Context: an optimization exercise on an open-source flow, tuned for small area. The choices shown serve that exercise and are no tape-out recipe. Only simulation tests tie the RTL to the original design; equivalence was not proved. No activity file was given, so power comes from the tool's default toggle rates.

### flow/config.mk
export PLATFORM = sky130hd
export DESIGN_NAME = matrix_io_top
export DESIGN_NICKNAME = matrix_io_top
export VERILOG_FILES = /design/flow/design.v
export SDC_FILE = /design/flow/constraint.sdc
export NUM_CORES = 4
export LEC_CHECK = 0
export CAP_MARGIN = 20
export CORE_MARGIN = 2
export CORE_UTILIZATION = 65
export CTS_BUF_LIST = sky130_fd_sc_hd__clkbuf_8
export CTS_CLUSTER_DIAMETER = 50
export CTS_CLUSTER_SIZE = 20
export PLACE_DENSITY = 0.75
export SLEW_MARGIN = 20
### flow/constraint.sdc
create_clock -name core_clock -period 10.0 [get_ports {clk}]
set_input_delay 2.0000 -clock core_clock [delete_from_list [all_inputs] [get_ports {clk}]]
set_output_delay 2.0000 -clock core_clock [all_outputs]
set_load 0.01 [all_outputs]
### flow/design.v
package matrix_io_pkg;
    typedef logic [7:0] elem_t;       
    typedef logic [2:0] dim_t;        
    typedef logic [1:0] slot_t;       
    typedef logic [4:0] elem_idx_t;   
    typedef enum logic [1:0] {
        rx_get_rows,
        rx_get_cols,
        rx_get_data,
        rx_config
    } rx_state_t;
    typedef enum logic [3:0] {
        tx_idle,
        tx_load,
        tx_hundreds, tx_wait_hundreds,
        tx_tens,     tx_wait_tens,
        tx_units,    tx_wait_units,
        tx_space,    tx_wait_space,
        tx_cr,       tx_wait_cr,
        tx_lf,       tx_wait_lf
    } tx_state_t;
    localparam elem_t ascii_zero  = 8'h30;
    localparam elem_t ascii_space = 8'h20;
    localparam elem_t ascii_cr    = 8'h0d;
    localparam elem_t ascii_lf    = 8'h0a;
endpackage
`timescale 1ns/10ps
module ascii_num_parser (
    input  logic                 clk,
    input  logic                 rst_n,
    input  matrix_io_pkg::elem_t rx_data,
    input  logic                 rx_done,
    output matrix_io_pkg::elem_t num_value,
    output logic                 num_valid
);
    matrix_io_pkg::elem_t digit_off;
    logic                 is_digit;
    logic                 is_delim;
    logic                 in_number;    
    assign digit_off = rx_data - matrix_io_pkg::ascii_zero;
    assign is_digit  = (digit_off < 8'd10);
    assign is_delim  = (rx_data == matrix_io_pkg::ascii_space) ||
                       (rx_data == matrix_io_pkg::ascii_cr)    ||
                       (rx_data == matrix_io_pkg::ascii_lf);
    always_ff @(posedge clk or negedge rst_n) begin
        if (!rst_n) begin
            num_value <= '0;
            num_valid <= 1'b0;
            in_number <= 1'b0;
        end else begin
            num_valid <= 1'b0;    
            if (rx_done) begin
                if (is_digit) begin
                    in_number <= 1'b1;
                    if (in_number)
                        num_value <= num_value * 8'd10 + digit_off;   
                    else
                        num_value <= digit_off;                       
                end else if (is_delim && in_number) begin
                    num_valid <= 1'b1;
                    in_number <= 1'b0;
                end
            end
        end
    end
endmodule
`timescale 1ns/10ps
module matrix_store (
    input  logic                     clk,
    input  logic                     rst_n,
    input  matrix_io_pkg::elem_t     num_value,
    input  logic                     num_valid,
    input  logic                     config_en,
    input  matrix_io_pkg::slot_t     rd_slot,
    input  logic                     rd_first,   
    input  logic                     rd_start,   
    input  logic                     rd_adv,     
    output matrix_io_pkg::elem_t     rd_elem,
    output matrix_io_pkg::dim_t      rd_rows,
    output matrix_io_pkg::dim_t      rd_cols,
    output logic [3:0]               slot_valid
);
    matrix_io_pkg::dim_t  slot_rows [4];
    matrix_io_pkg::dim_t  slot_cols [4];
    matrix_io_pkg::rx_state_t rx_state;
    matrix_io_pkg::slot_t     wr_ptr;
    matrix_io_pkg::slot_t     last_slot;    
    matrix_io_pkg::dim_t      cur_rows;
    matrix_io_pkg::dim_t      cur_cols;
    matrix_io_pkg::elem_idx_t data_cnt;
    matrix_io_pkg::elem_idx_t last_idx;
    logic                     dim_ok;
    logic                     wr_en;
    logic                     last_elem;
    assign dim_ok    = (num_value >= 8'd1) && (num_value <= 8'd5);
    assign last_idx  = matrix_io_pkg::elem_idx_t'(cur_rows) *
                       matrix_io_pkg::elem_idx_t'(cur_cols) - 5'd1;
    assign wr_en     = num_valid && !config_en && (rx_state == matrix_io_pkg::rx_get_data);
    assign last_elem = wr_en && (data_cnt == last_idx);
    matrix_io_pkg::elem_t e0 [4];
    always_ff @(posedge clk) begin
        if (wr_en && data_cnt == 5'd0)
            e0[wr_ptr] <= num_value;
    end
    function automatic logic [4:0] inc24(input logic [4:0] a);
        inc24 = (a == 5'd23) ? 5'd0 : a + 5'd1;
    endfunction
    logic [4:0] phase;
    logic [4:0] phase_nxt;
    assign phase_nxt = inc24(phase);
    always_ff @(posedge clk or negedge rst_n) begin
        if (!rst_n) phase <= '0;
        else        phase <= phase_nxt;
    end
    logic [4:0] wpos;
    logic       ring_wr;
    logic [4:0] last_pos;     
    assign wpos    = (data_cnt == 5'd1) ? phase_nxt : inc24(inc24(last_pos));
    assign ring_wr = wr_en && data_cnt != 5'd0;
    always_ff @(posedge clk) begin
        if (ring_wr) last_pos <= wpos;
        else         last_pos <= inc24(last_pos);
    end
    logic                 wh1, wh2, wh3;
    matrix_io_pkg::elem_t pq1, pq2, pq3;
    matrix_io_pkg::slot_t ps;
    always_ff @(posedge clk or negedge rst_n) begin
        if (!rst_n) begin
            wh1 <= 1'b0;
            wh2 <= 1'b0;
            wh3 <= 1'b0;
        end else begin
            wh1 <= ring_wr;
            wh2 <= wh1;
            wh3 <= wh2;
        end
    end
    always_ff @(posedge clk) begin
        pq1 <= num_value;
        pq2 <= pq1;
        pq3 <= pq2;
        if (ring_wr)
            ps <= wr_ptr;
    end
    logic                 c0, c_last, c_prev;
    logic                 c_en;
    matrix_io_pkg::slot_t c_slot;
    logic [2:0]           c_idx;      
    matrix_io_pkg::elem_t c_data;
    matrix_io_pkg::elem_t last_q;
    assign c0     = ring_wr && wpos[1:0] == 2'd0;
    assign c_last = (wh1 || wh2 || wh3) && last_pos[1:0] == 2'd3;
    assign c_prev = wh1 && wh3 && last_pos[1:0] == 2'd0;
    assign last_q = wh1 ? pq1 : wh2 ? pq2 : pq3;
    assign c_en   = c0 || c_last || c_prev;
    assign c_slot = c0 ? wr_ptr : ps;
    assign c_idx  = c0 ? wpos[4:2] :
                    c_prev ? last_pos[4:2] :
                    (last_pos[4:2] == 3'd5) ? 3'd0 : last_pos[4:2] + 3'd1;
    assign c_data = c0 ? num_value : c_prev ? pq3 : last_q;
    logic [7:0] ring [4][24];
    for (genvar s = 0; s < 4; s++) begin : g_slot
        for (genvar j = 0; j < 24; j++) begin : g_pos
            if (j % 4 == 0) begin : g_load
                logic sel;
                assign sel = c_en && c_slot == s && c_idx == j / 4;
                always_ff @(posedge clk) begin
                    if (j % 8 == 0)
                        ring[s][j] <= sel ? c_data : ~ring[s][(j + 23) % 24];
                    else
                        ring[s][j] <= sel ? ~c_data : ~ring[s][(j + 23) % 24];
                end
            end else begin : g_shift
                always_ff @(posedge clk)
                    ring[s][j] <= ring[s][j - 1];
            end
        end
    end
    always_ff @(posedge clk) begin
        if (last_elem) begin
            slot_rows[wr_ptr] <= cur_rows;
            slot_cols[wr_ptr] <= cur_cols;
        end
    end
    logic [4:0]           fpos;
    logic [4:0]           fpos_nxt;
    logic                 at_tap;
    matrix_io_pkg::elem_t tap_data;
    logic                 snoop;
    matrix_io_pkg::elem_t pf_buf;
    assign fpos_nxt = inc24(fpos);
    always_ff @(posedge clk) begin
        if (rd_start)
            fpos <= phase_nxt;              
        else if (rd_adv)
            fpos <= inc24(fpos_nxt);
        else
            fpos <= fpos_nxt;
    end
    assign at_tap   = (fpos[2:0] == 3'd0);
    assign tap_data = ring[rd_slot][{fpos[4:3], 3'd0}];
    assign snoop    = ring_wr && wr_ptr == rd_slot && wpos == fpos_nxt;
    always_ff @(posedge clk) begin
        if (snoop)
            pf_buf <= num_value;
        else if (at_tap)
            pf_buf <= tap_data;
    end
    assign rd_elem = rd_first ? e0[rd_slot] : pf_buf;
    assign rd_rows = slot_rows[rd_slot];
    assign rd_cols = slot_cols[rd_slot];
    always_ff @(posedge clk or negedge rst_n) begin
        if (!rst_n) begin
            rx_state   <= matrix_io_pkg::rx_get_rows;
            wr_ptr     <= '0;
            last_slot  <= 2'd1;
            slot_valid <= '0;
        end else if (config_en && rx_state != matrix_io_pkg::rx_config) begin
            rx_state <= matrix_io_pkg::rx_config;
        end else if (!config_en && rx_state == matrix_io_pkg::rx_config) begin
            rx_state <= matrix_io_pkg::rx_get_rows;
        end else if (num_valid) begin
            case (rx_state)
                matrix_io_pkg::rx_get_rows: begin
                    if (dim_ok)
                        rx_state <= matrix_io_pkg::rx_get_cols;
                end
                matrix_io_pkg::rx_get_cols: begin
                    rx_state <= dim_ok ? matrix_io_pkg::rx_get_data
                                       : matrix_io_pkg::rx_get_rows;
                end
                matrix_io_pkg::rx_get_data: begin
                    if (last_elem) begin
                        slot_valid[wr_ptr] <= 1'b1;
                        if (wr_ptr >= last_slot)
                            wr_ptr <= '0;
                        else
                            wr_ptr <= wr_ptr + 2'd1;
                        rx_state <= matrix_io_pkg::rx_get_rows;
                    end
                end
                matrix_io_pkg::rx_config: begin
                    if (num_value == 8'd0)
                        last_slot <= 2'd0;
                    else if (num_value > 8'd4)
                        last_slot <= 2'd3;
                    else
                        last_slot <= 2'(num_value[2:0] - 3'd1);
                    wr_ptr     <= '0;
                    slot_valid <= '0;
                end
                default: rx_state <= matrix_io_pkg::rx_get_rows;
            endcase
        end
    end
    always_ff @(posedge clk) begin
        if (!(config_en ^ (rx_state == matrix_io_pkg::rx_config)) && num_valid) begin
            if (rx_state == matrix_io_pkg::rx_get_rows)
                cur_rows <= matrix_io_pkg::dim_t'(num_value);
            if (rx_state == matrix_io_pkg::rx_get_cols) begin
                cur_cols <= matrix_io_pkg::dim_t'(num_value);
                data_cnt <= '0;
            end
            if (rx_state == matrix_io_pkg::rx_get_data && !last_elem)
                data_cnt <= data_cnt + 5'd1;
        end
    end
endmodule
`timescale 1ns/10ps
module matrix_printer (
    input  logic                     clk,
    input  logic                     rst_n,
    input  logic                     print_trigger,
    input  logic [3:0]               sw_select,
    input  logic [3:0]               slot_valid,
    input  matrix_io_pkg::elem_t     rd_elem,
    input  matrix_io_pkg::dim_t      rd_rows,
    input  matrix_io_pkg::dim_t      rd_cols,
    output matrix_io_pkg::slot_t     rd_slot,
    output logic                     rd_first,
    output logic                     rd_start,
    output logic                     rd_adv,
    output matrix_io_pkg::elem_t     tx_data,
    output logic                     tx_start,
    input  logic                     tx_busy
);
    logic trig_meta, trig_sync, trig_prev;
    logic trig_edge;
    always_ff @(posedge clk or negedge rst_n) begin
        if (!rst_n) begin
            trig_meta <= 1'b0;
            trig_sync <= 1'b0;
            trig_prev <= 1'b0;
        end else begin
            trig_meta <= print_trigger;
            trig_sync <= trig_meta;
            trig_prev <= trig_sync;
        end
    end
    assign trig_edge = trig_sync & ~trig_prev;
    logic [3:0]           hit;
    matrix_io_pkg::slot_t sel_slot;
    logic                 sel_found;
    assign hit       = sw_select & slot_valid;
    assign sel_found = |hit;
    assign sel_slot  = hit[0] ? 2'd0 : hit[1] ? 2'd1 : hit[2] ? 2'd2 : 2'd3;
    matrix_io_pkg::elem_t val;
    logic [3:0]           dig_h, dig_t, dig_u;
    function automatic logic [3:0] div5_step(input logic [2:0] r, input logic b);
        logic       q;
        logic [2:0] n;
        q    = r[2] | (r[1] & (r[0] | b));
        n[0] = (~r[2] & ~r[1] & b) | ((r[2] | (r[1] & r[0])) & ~b);
        n[1] = (~r[2] & ~r[1] & r[0]) | (r[1] & r[0] & b) | (r[2] & ~b);
        n[2] = (r[1] & ~r[0] & ~b) | (r[2] & b);
        div5_step = {q, n};
    endfunction
    logic [3:0] s1, s2, s3, s4, s5, s6, s7;
    logic [4:0] quo;
    always_comb begin
        s1    = div5_step({1'b0, val[7], val[6]}, val[5]);
        s2    = div5_step(s1[2:0], val[4]);
        s3    = div5_step(s2[2:0], val[3]);
        s4    = div5_step(s3[2:0], val[2]);
        s5    = div5_step(s4[2:0], val[1]);
        quo   = {s1[3], s2[3], s3[3], s4[3], s5[3]};
        s6    = div5_step({1'b0, quo[4], quo[3]}, quo[2]);
        s7    = div5_step(s6[2:0], quo[1]);
        dig_h = {2'b00, s6[3], s7[3]};
        dig_t = {s7[2:0], quo[0]};
        dig_u = {s5[2:0], val[0]};
    end
    matrix_io_pkg::tx_state_t tx_state;
    matrix_io_pkg::dim_t      cols_m1;             
    matrix_io_pkg::dim_t      row_left, col_left;  
    logic                     row_end, mat_end;
    logic                     char_done;
    assign char_done = !tx_busy && !tx_start;
    assign row_end   = (col_left == 3'd0);
    assign mat_end   = (row_left == 3'd0);
    assign rd_start  = (tx_state == matrix_io_pkg::tx_idle) && trig_edge && sel_found;
    assign rd_adv    = char_done &&
                       (((tx_state == matrix_io_pkg::tx_wait_space) && !row_end) ||
                        ((tx_state == matrix_io_pkg::tx_wait_lf) && !mat_end));
    always_ff @(posedge clk or negedge rst_n) begin
        if (!rst_n) begin
            tx_state <= matrix_io_pkg::tx_idle;
            tx_start <= 1'b0;
            tx_data  <= '0;
        end else begin
            tx_start <= 1'b0;
            case (tx_state)
                matrix_io_pkg::tx_idle:
                    if (trig_edge && sel_found) tx_state <= matrix_io_pkg::tx_load;
                matrix_io_pkg::tx_load:
                    tx_state <= matrix_io_pkg::tx_hundreds;
                matrix_io_pkg::tx_hundreds: begin
                    if (val < 8'd100) begin
                        tx_state <= matrix_io_pkg::tx_tens;
                    end else begin
                        tx_data  <= {4'h3, dig_h};
                        tx_start <= 1'b1;
                        tx_state <= matrix_io_pkg::tx_wait_hundreds;
                    end
                end
                matrix_io_pkg::tx_wait_hundreds:
                    if (char_done) tx_state <= matrix_io_pkg::tx_tens;
                matrix_io_pkg::tx_tens: begin
                    if (val < 8'd10) begin
                        tx_state <= matrix_io_pkg::tx_units;
                    end else begin
                        tx_data  <= {4'h3, dig_t};
                        tx_start <= 1'b1;
                        tx_state <= matrix_io_pkg::tx_wait_tens;
                    end
                end
                matrix_io_pkg::tx_wait_tens:
                    if (char_done) tx_state <= matrix_io_pkg::tx_units;
                matrix_io_pkg::tx_units: begin
                    tx_data  <= {4'h3, dig_u};
                    tx_start <= 1'b1;
                    tx_state <= matrix_io_pkg::tx_wait_units;
                end
                matrix_io_pkg::tx_wait_units:
                    if (char_done) tx_state <= matrix_io_pkg::tx_space;
                matrix_io_pkg::tx_space: begin
                    tx_data  <= matrix_io_pkg::ascii_space;
                    tx_start <= 1'b1;
                    tx_state <= matrix_io_pkg::tx_wait_space;
                end
                matrix_io_pkg::tx_wait_space: if (char_done) begin
                    if (row_end)
                        tx_state <= matrix_io_pkg::tx_cr;
                    else
                        tx_state <= matrix_io_pkg::tx_load;
                end
                matrix_io_pkg::tx_cr: begin
                    tx_data  <= matrix_io_pkg::ascii_cr;
                    tx_start <= 1'b1;
                    tx_state <= matrix_io_pkg::tx_wait_cr;
                end
                matrix_io_pkg::tx_wait_cr:
                    if (char_done) tx_state <= matrix_io_pkg::tx_lf;
                matrix_io_pkg::tx_lf: begin
                    tx_data  <= matrix_io_pkg::ascii_lf;
                    tx_start <= 1'b1;
                    tx_state <= matrix_io_pkg::tx_wait_lf;
                end
                matrix_io_pkg::tx_wait_lf: if (char_done) begin
                    if (mat_end)
                        tx_state <= matrix_io_pkg::tx_idle;
                    else
                        tx_state <= matrix_io_pkg::tx_load;
                end
                default: tx_state <= matrix_io_pkg::tx_idle;
            endcase
        end
    end
    always_ff @(posedge clk) begin
        case (tx_state)
            matrix_io_pkg::tx_idle: if (trig_edge && sel_found) begin
                rd_slot  <= sel_slot;
                rd_first <= 1'b1;
            end
            matrix_io_pkg::tx_load: begin
                rd_first <= 1'b0;
                if (rd_first) begin
                    row_left <= rd_rows - 3'd1;
                    col_left <= rd_cols - 3'd1;
                    cols_m1  <= rd_cols - 3'd1;
                end
                val <= rd_elem;
            end
            matrix_io_pkg::tx_wait_space: if (char_done && !row_end) begin
                col_left <= col_left - 3'd1;
            end
            matrix_io_pkg::tx_wait_lf: if (char_done && !mat_end) begin
                row_left <= row_left - 3'd1;
                col_left <= cols_m1;
            end
            default: ;
        endcase
    end
endmodule
`timescale 1ns/10ps
module matrix_io_top #(
    parameter int max_slots = 4,
    parameter int max_dim   = 5
) (
    input  logic                 clk,
    input  logic                 rst_n,
    input  matrix_io_pkg::elem_t rx_data,
    input  logic                 rx_done,
    input  logic                 config_en,
    input  logic                 print_trigger,
    input  logic [3:0]           sw_select,
    input  logic                 tx_busy,
    output matrix_io_pkg::elem_t tx_data,
    output logic                 tx_start,
    output logic [3:0]           slot_valid
);
    matrix_io_pkg::elem_t     num_value;
    logic                     num_valid;
    matrix_io_pkg::slot_t     rd_slot;
    logic                     rd_first, rd_start, rd_adv;
    matrix_io_pkg::elem_t     rd_elem;
    matrix_io_pkg::dim_t      rd_rows, rd_cols;
    ascii_num_parser u_parser (
        .clk       (clk),
        .rst_n     (rst_n),
        .rx_data   (rx_data),
        .rx_done   (rx_done),
        .num_value (num_value),
        .num_valid (num_valid)
    );
    matrix_store u_store (
        .clk        (clk),
        .rst_n      (rst_n),
        .num_value  (num_value),
        .num_valid  (num_valid),
        .config_en  (config_en),
        .rd_slot    (rd_slot),
        .rd_first   (rd_first),
        .rd_start   (rd_start),
        .rd_adv     (rd_adv),
        .rd_elem    (rd_elem),
        .rd_rows    (rd_rows),
        .rd_cols    (rd_cols),
        .slot_valid (slot_valid)
    );
    matrix_printer u_printer (
        .clk           (clk),
        .rst_n         (rst_n),
        .print_trigger (print_trigger),
        .sw_select     (sw_select),
        .slot_valid    (slot_valid),
        .rd_elem       (rd_elem),
        .rd_rows       (rd_rows),
        .rd_cols       (rd_cols),
        .rd_slot       (rd_slot),
        .rd_first      (rd_first),
        .rd_start      (rd_start),
        .rd_adv        (rd_adv),
        .tx_data       (tx_data),
        .tx_start      (tx_start),
        .tx_busy       (tx_busy)
    );
endmodule
### flow/flow/run.sh
#!/bin/bash
# Own layout flow: the standard ORFS flow (standard.sh), with
#  - synthesis unchanged except for the ABC script, which maps for area
#    (amap) instead of the default delay-oriented mapping; registers are
#    mapped before ABC runs, so they are exactly the standard synthesis's;
#  - CTS without dummy loads;
#  - port buffers of the smallest buffer cell;
#  - no full/half-adder cell extraction before ABC.
# Every tool's output goes to the ORFS logs under orfs/logs; make's own
# output goes to flow_make.log in the work folder.
set -euo pipefail
cd "$(dirname "$0")/.."
W=$PWD

# synth.tcl with the ABC script replaced
python3 - "$FLOW_HOME/scripts/synth.tcl" "$W/flow/synth_area.tcl" "$W/flow/area.abc" <<'PY'
import sys
src, dst, abc = sys.argv[1:4]
t = open(src).read()
anchor = "source $::env(SCRIPTS_DIR)/synth_preamble.tcl\n"
assert anchor in t
t = t.replace(anchor, anchor +
    "set abc_args [list -script %s {*}$lib_args {*}$lib_dont_use_args]\n" % abc)
open(dst, "w").write(t)
PY
sed "s|source \$::env(SCRIPTS_DIR)/synth.tcl|source $W/flow/synth_area.tcl|" synth_recipe.tcl > flow/synth_recipe_area.tcl
grep -q "synth_area.tcl" flow/synth_recipe_area.tcl

# standard.sh with the synthesis script swapped
sed "s|SYNTH_SCRIPT=[^ ]*|SYNTH_SCRIPT=$W/flow/synth_recipe_area.tcl|" standard.sh > flow/standard_area.sh
grep -q "synth_recipe_area.tcl" flow/standard_area.sh

CTS_BUF=$(sed -n 's/.*CTS_BUF_LIST=\([^ ]*\).*/\1/p' standard.sh)
CTS_SIZE=$(sed -n 's/.*CTS_CLUSTER_SIZE=\([^ ]*\).*/\1/p' standard.sh)
CTS_DIAM=$(sed -n 's/.*CTS_CLUSTER_DIAMETER=\([^ ]*\).*/\1/p' standard.sh)
export CTS_ARGS="-sink_clustering_enable -repair_clock_nets -dont_use_dummy_load -sink_clustering_size $CTS_SIZE -sink_clustering_max_diameter $CTS_DIAM -buf_list $CTS_BUF"
export BUFFER_PORTS_ARGS="-buffer_cell sky130_fd_sc_hd__buf_1"
# leave adders to ABC instead of extracting full/half-adder cells
export ADDER_MAP_FILE=
if [[ -f flow/extra.env ]]; then source flow/extra.env; fi

bash flow/standard_area.sh > flow_make.log 2>&1
### flow/flow/area.abc
strash
dc2
dch -f
amap
strash
dch -f
amap
topo
### flow/standard.sh
#!/bin/bash
# synth_recipe.tcl (not shown) runs the flow's synth.tcl, then flattens the netlist and writes it again
# the make line also repeats each setting of config.mk as NAME=value (left out here)
make -C /OpenROAD-flow-scripts/flow DESIGN_CONFIG=/design/flow/config.mk WORK_HOME=/design/flow/orfs CLKGATE_MAP_FILE= SYNTH_SCRIPT=/design/flow/synth_recipe.tcl "${@:-finish}"
==> flow_summary_export.csv <==
group,metric,value,unit
pwr,p_int,0.00488,W
finish,stdcell_area,27200,µm²
status,status,"finished clean",
yosys,synth.avg_cell_area,13.0,µm²
finish,multiInputGateArea,4960,µm²
cts,clock-sinks,941,
yosys,syn_inst,1959,
critical_path,worstPathRequired,10.61,ns
yosys,yosysWarningCount,4,
critical_path,cp_cell_sequence,"buf_1, nor2_1, nand3_1, nor2_1, nand2_1, nor2_1, clkinv_1, o22ai_1, clkinv_1, or3_1, nor2_1, clkinv_1, o22ai_1",
timing,finalSetupViolCount,0,
timing,fmax,154,MHz
cts,path_clk_slew,0.11,ns
critical_path,cpMostUsedCell,"nor2_1",
drt,avgRoutedWirePerCell,21.6,µm
drt,route.detailed.drc,0,
critical_path,crit_type,"in -> reg",
die,core,38700,µm²
yosys,synth_cell_types,54,
global_route,grt_usage,0.275,
cts,cts_hold_buffers,0,
yosys,synth_ff_type,"dfxtp_1",
finish,final_layout_size_suffix_gt1_frac,0.0397,
cts,cts_made_buffers,58,
finish,seqCellArea,20000,µm²
cts,post-cts-setup-buffers,0,
critical_path,crit_slowest_cell,"nor2_1",
timing,fin_crit_sh,0.648,
timing,period_minus_slack,6.48,ns
timing,slew_headroom,0.218,
yosys,yosys-top-cells-count,"dfxtp_1 (802), o22ai_1 (218), nor2_1 (182), clkinv_1 (146), edfxtp_1 (97)",
critical_path,start_kind,"input pin",
yosys,yosys_register_bits,941,
place,place_hpwl,38.0,mm
finish,syn2layout_area_growth,6.65,%
finish,fill_cells,2658,
drt,viasPerCell,5.93,
timing,worstMarginPinSlew,1.16,ns
timing,finalSetupTns,0,ns
pwr,vdd_drop_max,0.165,mV
timing,skew,0.0719,ns
drt,ant_nets,0,
critical_path,reg2reg_depth,13,
pwr,pwr-share-clk,0.226,
yosys,synth_area,25500,µm²
die,die-area,40900,µm²
global_route,antenna_found_initial,2,
critical_path,cp_max_fo,15,
die,initial_core_util,0.659,
cts,cts_buffer_depth,3,
yosys,synth-edff-count,97,
pwr,total_power,0.00690,W
yosys,synth_top_cell_area_share,0.629,
min_path,hold_path.class,"reg -> reg",
yosys,yosysTopAreaCell,"dfxtp_1",
critical_path,r2r_end,"u_store.ring[56][6]",
yosys,async_reset_ff_frac,0.0446,
global_route,globalRouteOverflowTotal,0,
die,num_rows,72,
place,gp_congestion,0.960,
critical_path,crit_path_end_kind,"flop",
global_route,grt_pass1_wl,84.7,mm
timing,slew_viol_final,0,
place,placed_area,26400,µm²
yosys,post-synth-top-count-cell,"dfxtp_1",
yosys,ys_seq_area_frac,0.785,
pwr,seqPwrFrac,0.600,
pwr,power.density,253,nW/µm²
critical_path,reg2reg_setup_slack,3.79,ns
critical_path,crit_path_max_incr_delay,0.79,ns
min_path,hold_end,"u_store.ring[3][3]",
cts,clk_latency,0.69,ns
timing,final_hold_viol_count,0,
critical_path,timing.rr.start,"u_store.data_cnt[2]",
die,die-height,202,µm
place,port_buffers,28,
die,die_w,202,µm
yosys,synth_area_leaders,"dfxtp_1 (63%), edfxtp_1 (11%), o22ai_1 (5.3%), dfrtp_1 (4.0%), nor2_1 (2.7%)",
min_path,whs_path_depth,0,
cts,root_buffer,"clkbuf_8",
pwr,leakagePower,10.1,nW
finish,finalCoreUtilization,0.703,
die,io_pins,31,
pwr,netSwitchingFraction,0.293,
finish,n_antenna_cell,0,
drt,via_count,15300,
cts,cts_resized,0,
drt,drt_first_iter_violations,1476,
finish,layout.nets,2083,
critical_path,worstPathArrival,7.09,ns
global_route,grt_max_degree,43,
drt,firstDrtPassIters,7,
job,cap_violations,0,
cts,cts_max_level,2,
cts,cts_tree,"built",
pwr,p_comb_frac,0.174,
timing,rsz0062_at_grt,"false",
global_route,grt_pass1_vias,14600,
pwr,power.switching,0.00202,W
drt,wirelength,55.7,mm
min_path,hp-start,"u_store.ring[2][3]",
[metrics by stage]
stage	hold slack (ns)	worst slack, ns	cells
final	0.283	3.52	2581
after global routing	0.272	2.99	2581
after CTS	0.272	3.68	2579
after detailed placement	0.312	2.97	2521
after global placement	0.310	3.30	2521
after floorplan	0.310	4.61	1960
[power groups by stage]
stage               clock [W]  sequential (W)  combinational [W]
floorplan                   0         0.00417           0.000751
global placement            0         0.00421            0.00112
detailed placement          0         0.00422            0.00116
CTS                   0.00158         0.00414            0.00117
global route          0.00171         0.00416            0.00129
finish                0.00156         0.00414            0.00120
[how the worst max path moves through the flow]
| stage | from | slack (ns) | depth (start not counted) | to |
|---|---|---|---|---|
| after floorplan | config_en | 4.61 | 13 | u_store.ring[52][7] |
| after global placement | config_en | 3.30 | 13 | u_store.ring[56][6] |
| after detailed placement | config_en | 2.97 | 13 | u_store.ring[56][6] |
| after CTS | config_en | 3.68 | 13 | u_store.ring[56][6] |
| after global routing | config_en | 2.99 | 13 | u_store.ring[56][6] |
| final | config_en | 3.52 | 13 | u_store.ring[56][6] |
[flip-flops by register name, indices dropped and copies added, names as in the netlist, 6 cells and up]
signal,cells
u_printer.tx_data,6
u_printer.val,8
u_store.pq3,8
u_store.pf_buf,8
u_store.pq2,8
u_store.e0,32
u_store.pq1,8
u_store.ring,768
u_store.slot_cols,12
u_store.slot_rows,12
u_parser.num_value,8
[cell usage in the layout (no fill, tap or decap), drive strengths merged, types with 13 or more instances in the layout]
master | synthesis | layout
buf | 2 | 46
o22a | 17 | 17
o22ai | 218 | 218
a22o | 13 | 13
a31oi | 13 | 13
nand2 | 87 | 87
nor3 | 27 | 27
nand3 | 18 | 18
dfxtp | 802 | 802
dfrtp | 41 | 41
o21ai | 69 | 69
nor2 | 182 | 182
clkbuf | 0 | 59
o32ai | 18 | 18
a222oi | 19 | 19
a21oi | 55 | 55
clkinv | 146 | 146
edfxtp | 97 | 97
a22oi | 21 | 21
[cell type report]
type,instances,share of cell area
clock buffer,58,0.0293
inverter,146,0.0201
multi-input combinational,871,0.182
sequential,941,0.736
tap,518,0.0238
timing repair buffer,47,0.00896
[worst max-delay path: cells and delay by family]
kind / cells / cell delay [ns]
compound gates: 2 / 0.63
simple gates: 7 / 3.10
buf+inv: 4 / 1.33
[metal layers]
layer | global-route usage | part of all wire | vias up
li1 | - | - | 7172
met1 | 0.377 | 0.43 | 7377
met2 | 0.444 | 0.46 | 632
met3 | 0.0405 | 0.070 | 132
met4 | 0.113 | 0.038 | 0
met5 | 0 | 0 | -
[cells by family after synthesis]
group                  Yosys count  share of synthesized area
flip-flops                     941                      0.785
other                            1                   0.000147
buffers and inverters          148                     0.0221
AO/OA/AOI/OAI                  511                      0.134
AND/OR/NAND/NOR                358                     0.0595

[what the ideal ports hide]
The results above use ideal ports. As a check the final layout listed here was re-extracted and re-timed, cells and wires unchanged. Step 1, drivers: a clkbuf_16 drives clk and a buf_2 each remaining input, both assumed. Step 2 moves the port delays by t, midway between the first and last clock arrival at a register: inputs arrive t later, outputs are due t later. That takes back most of the time a late clock gives input paths. Three values: ideal, step 1, step 2; two values: the first two.
t (ns): 0.698
setup WS [ns]: 3.517 / 3.544 / 2.846
worst slew at a driven data input, ns: 0.03
cell pins on the clock port's net: 1
After both steps setup and hold are still met in this run. The setup slack of this run moves by +0.027 ns with the drivers and by -0.671 ns with both steps.
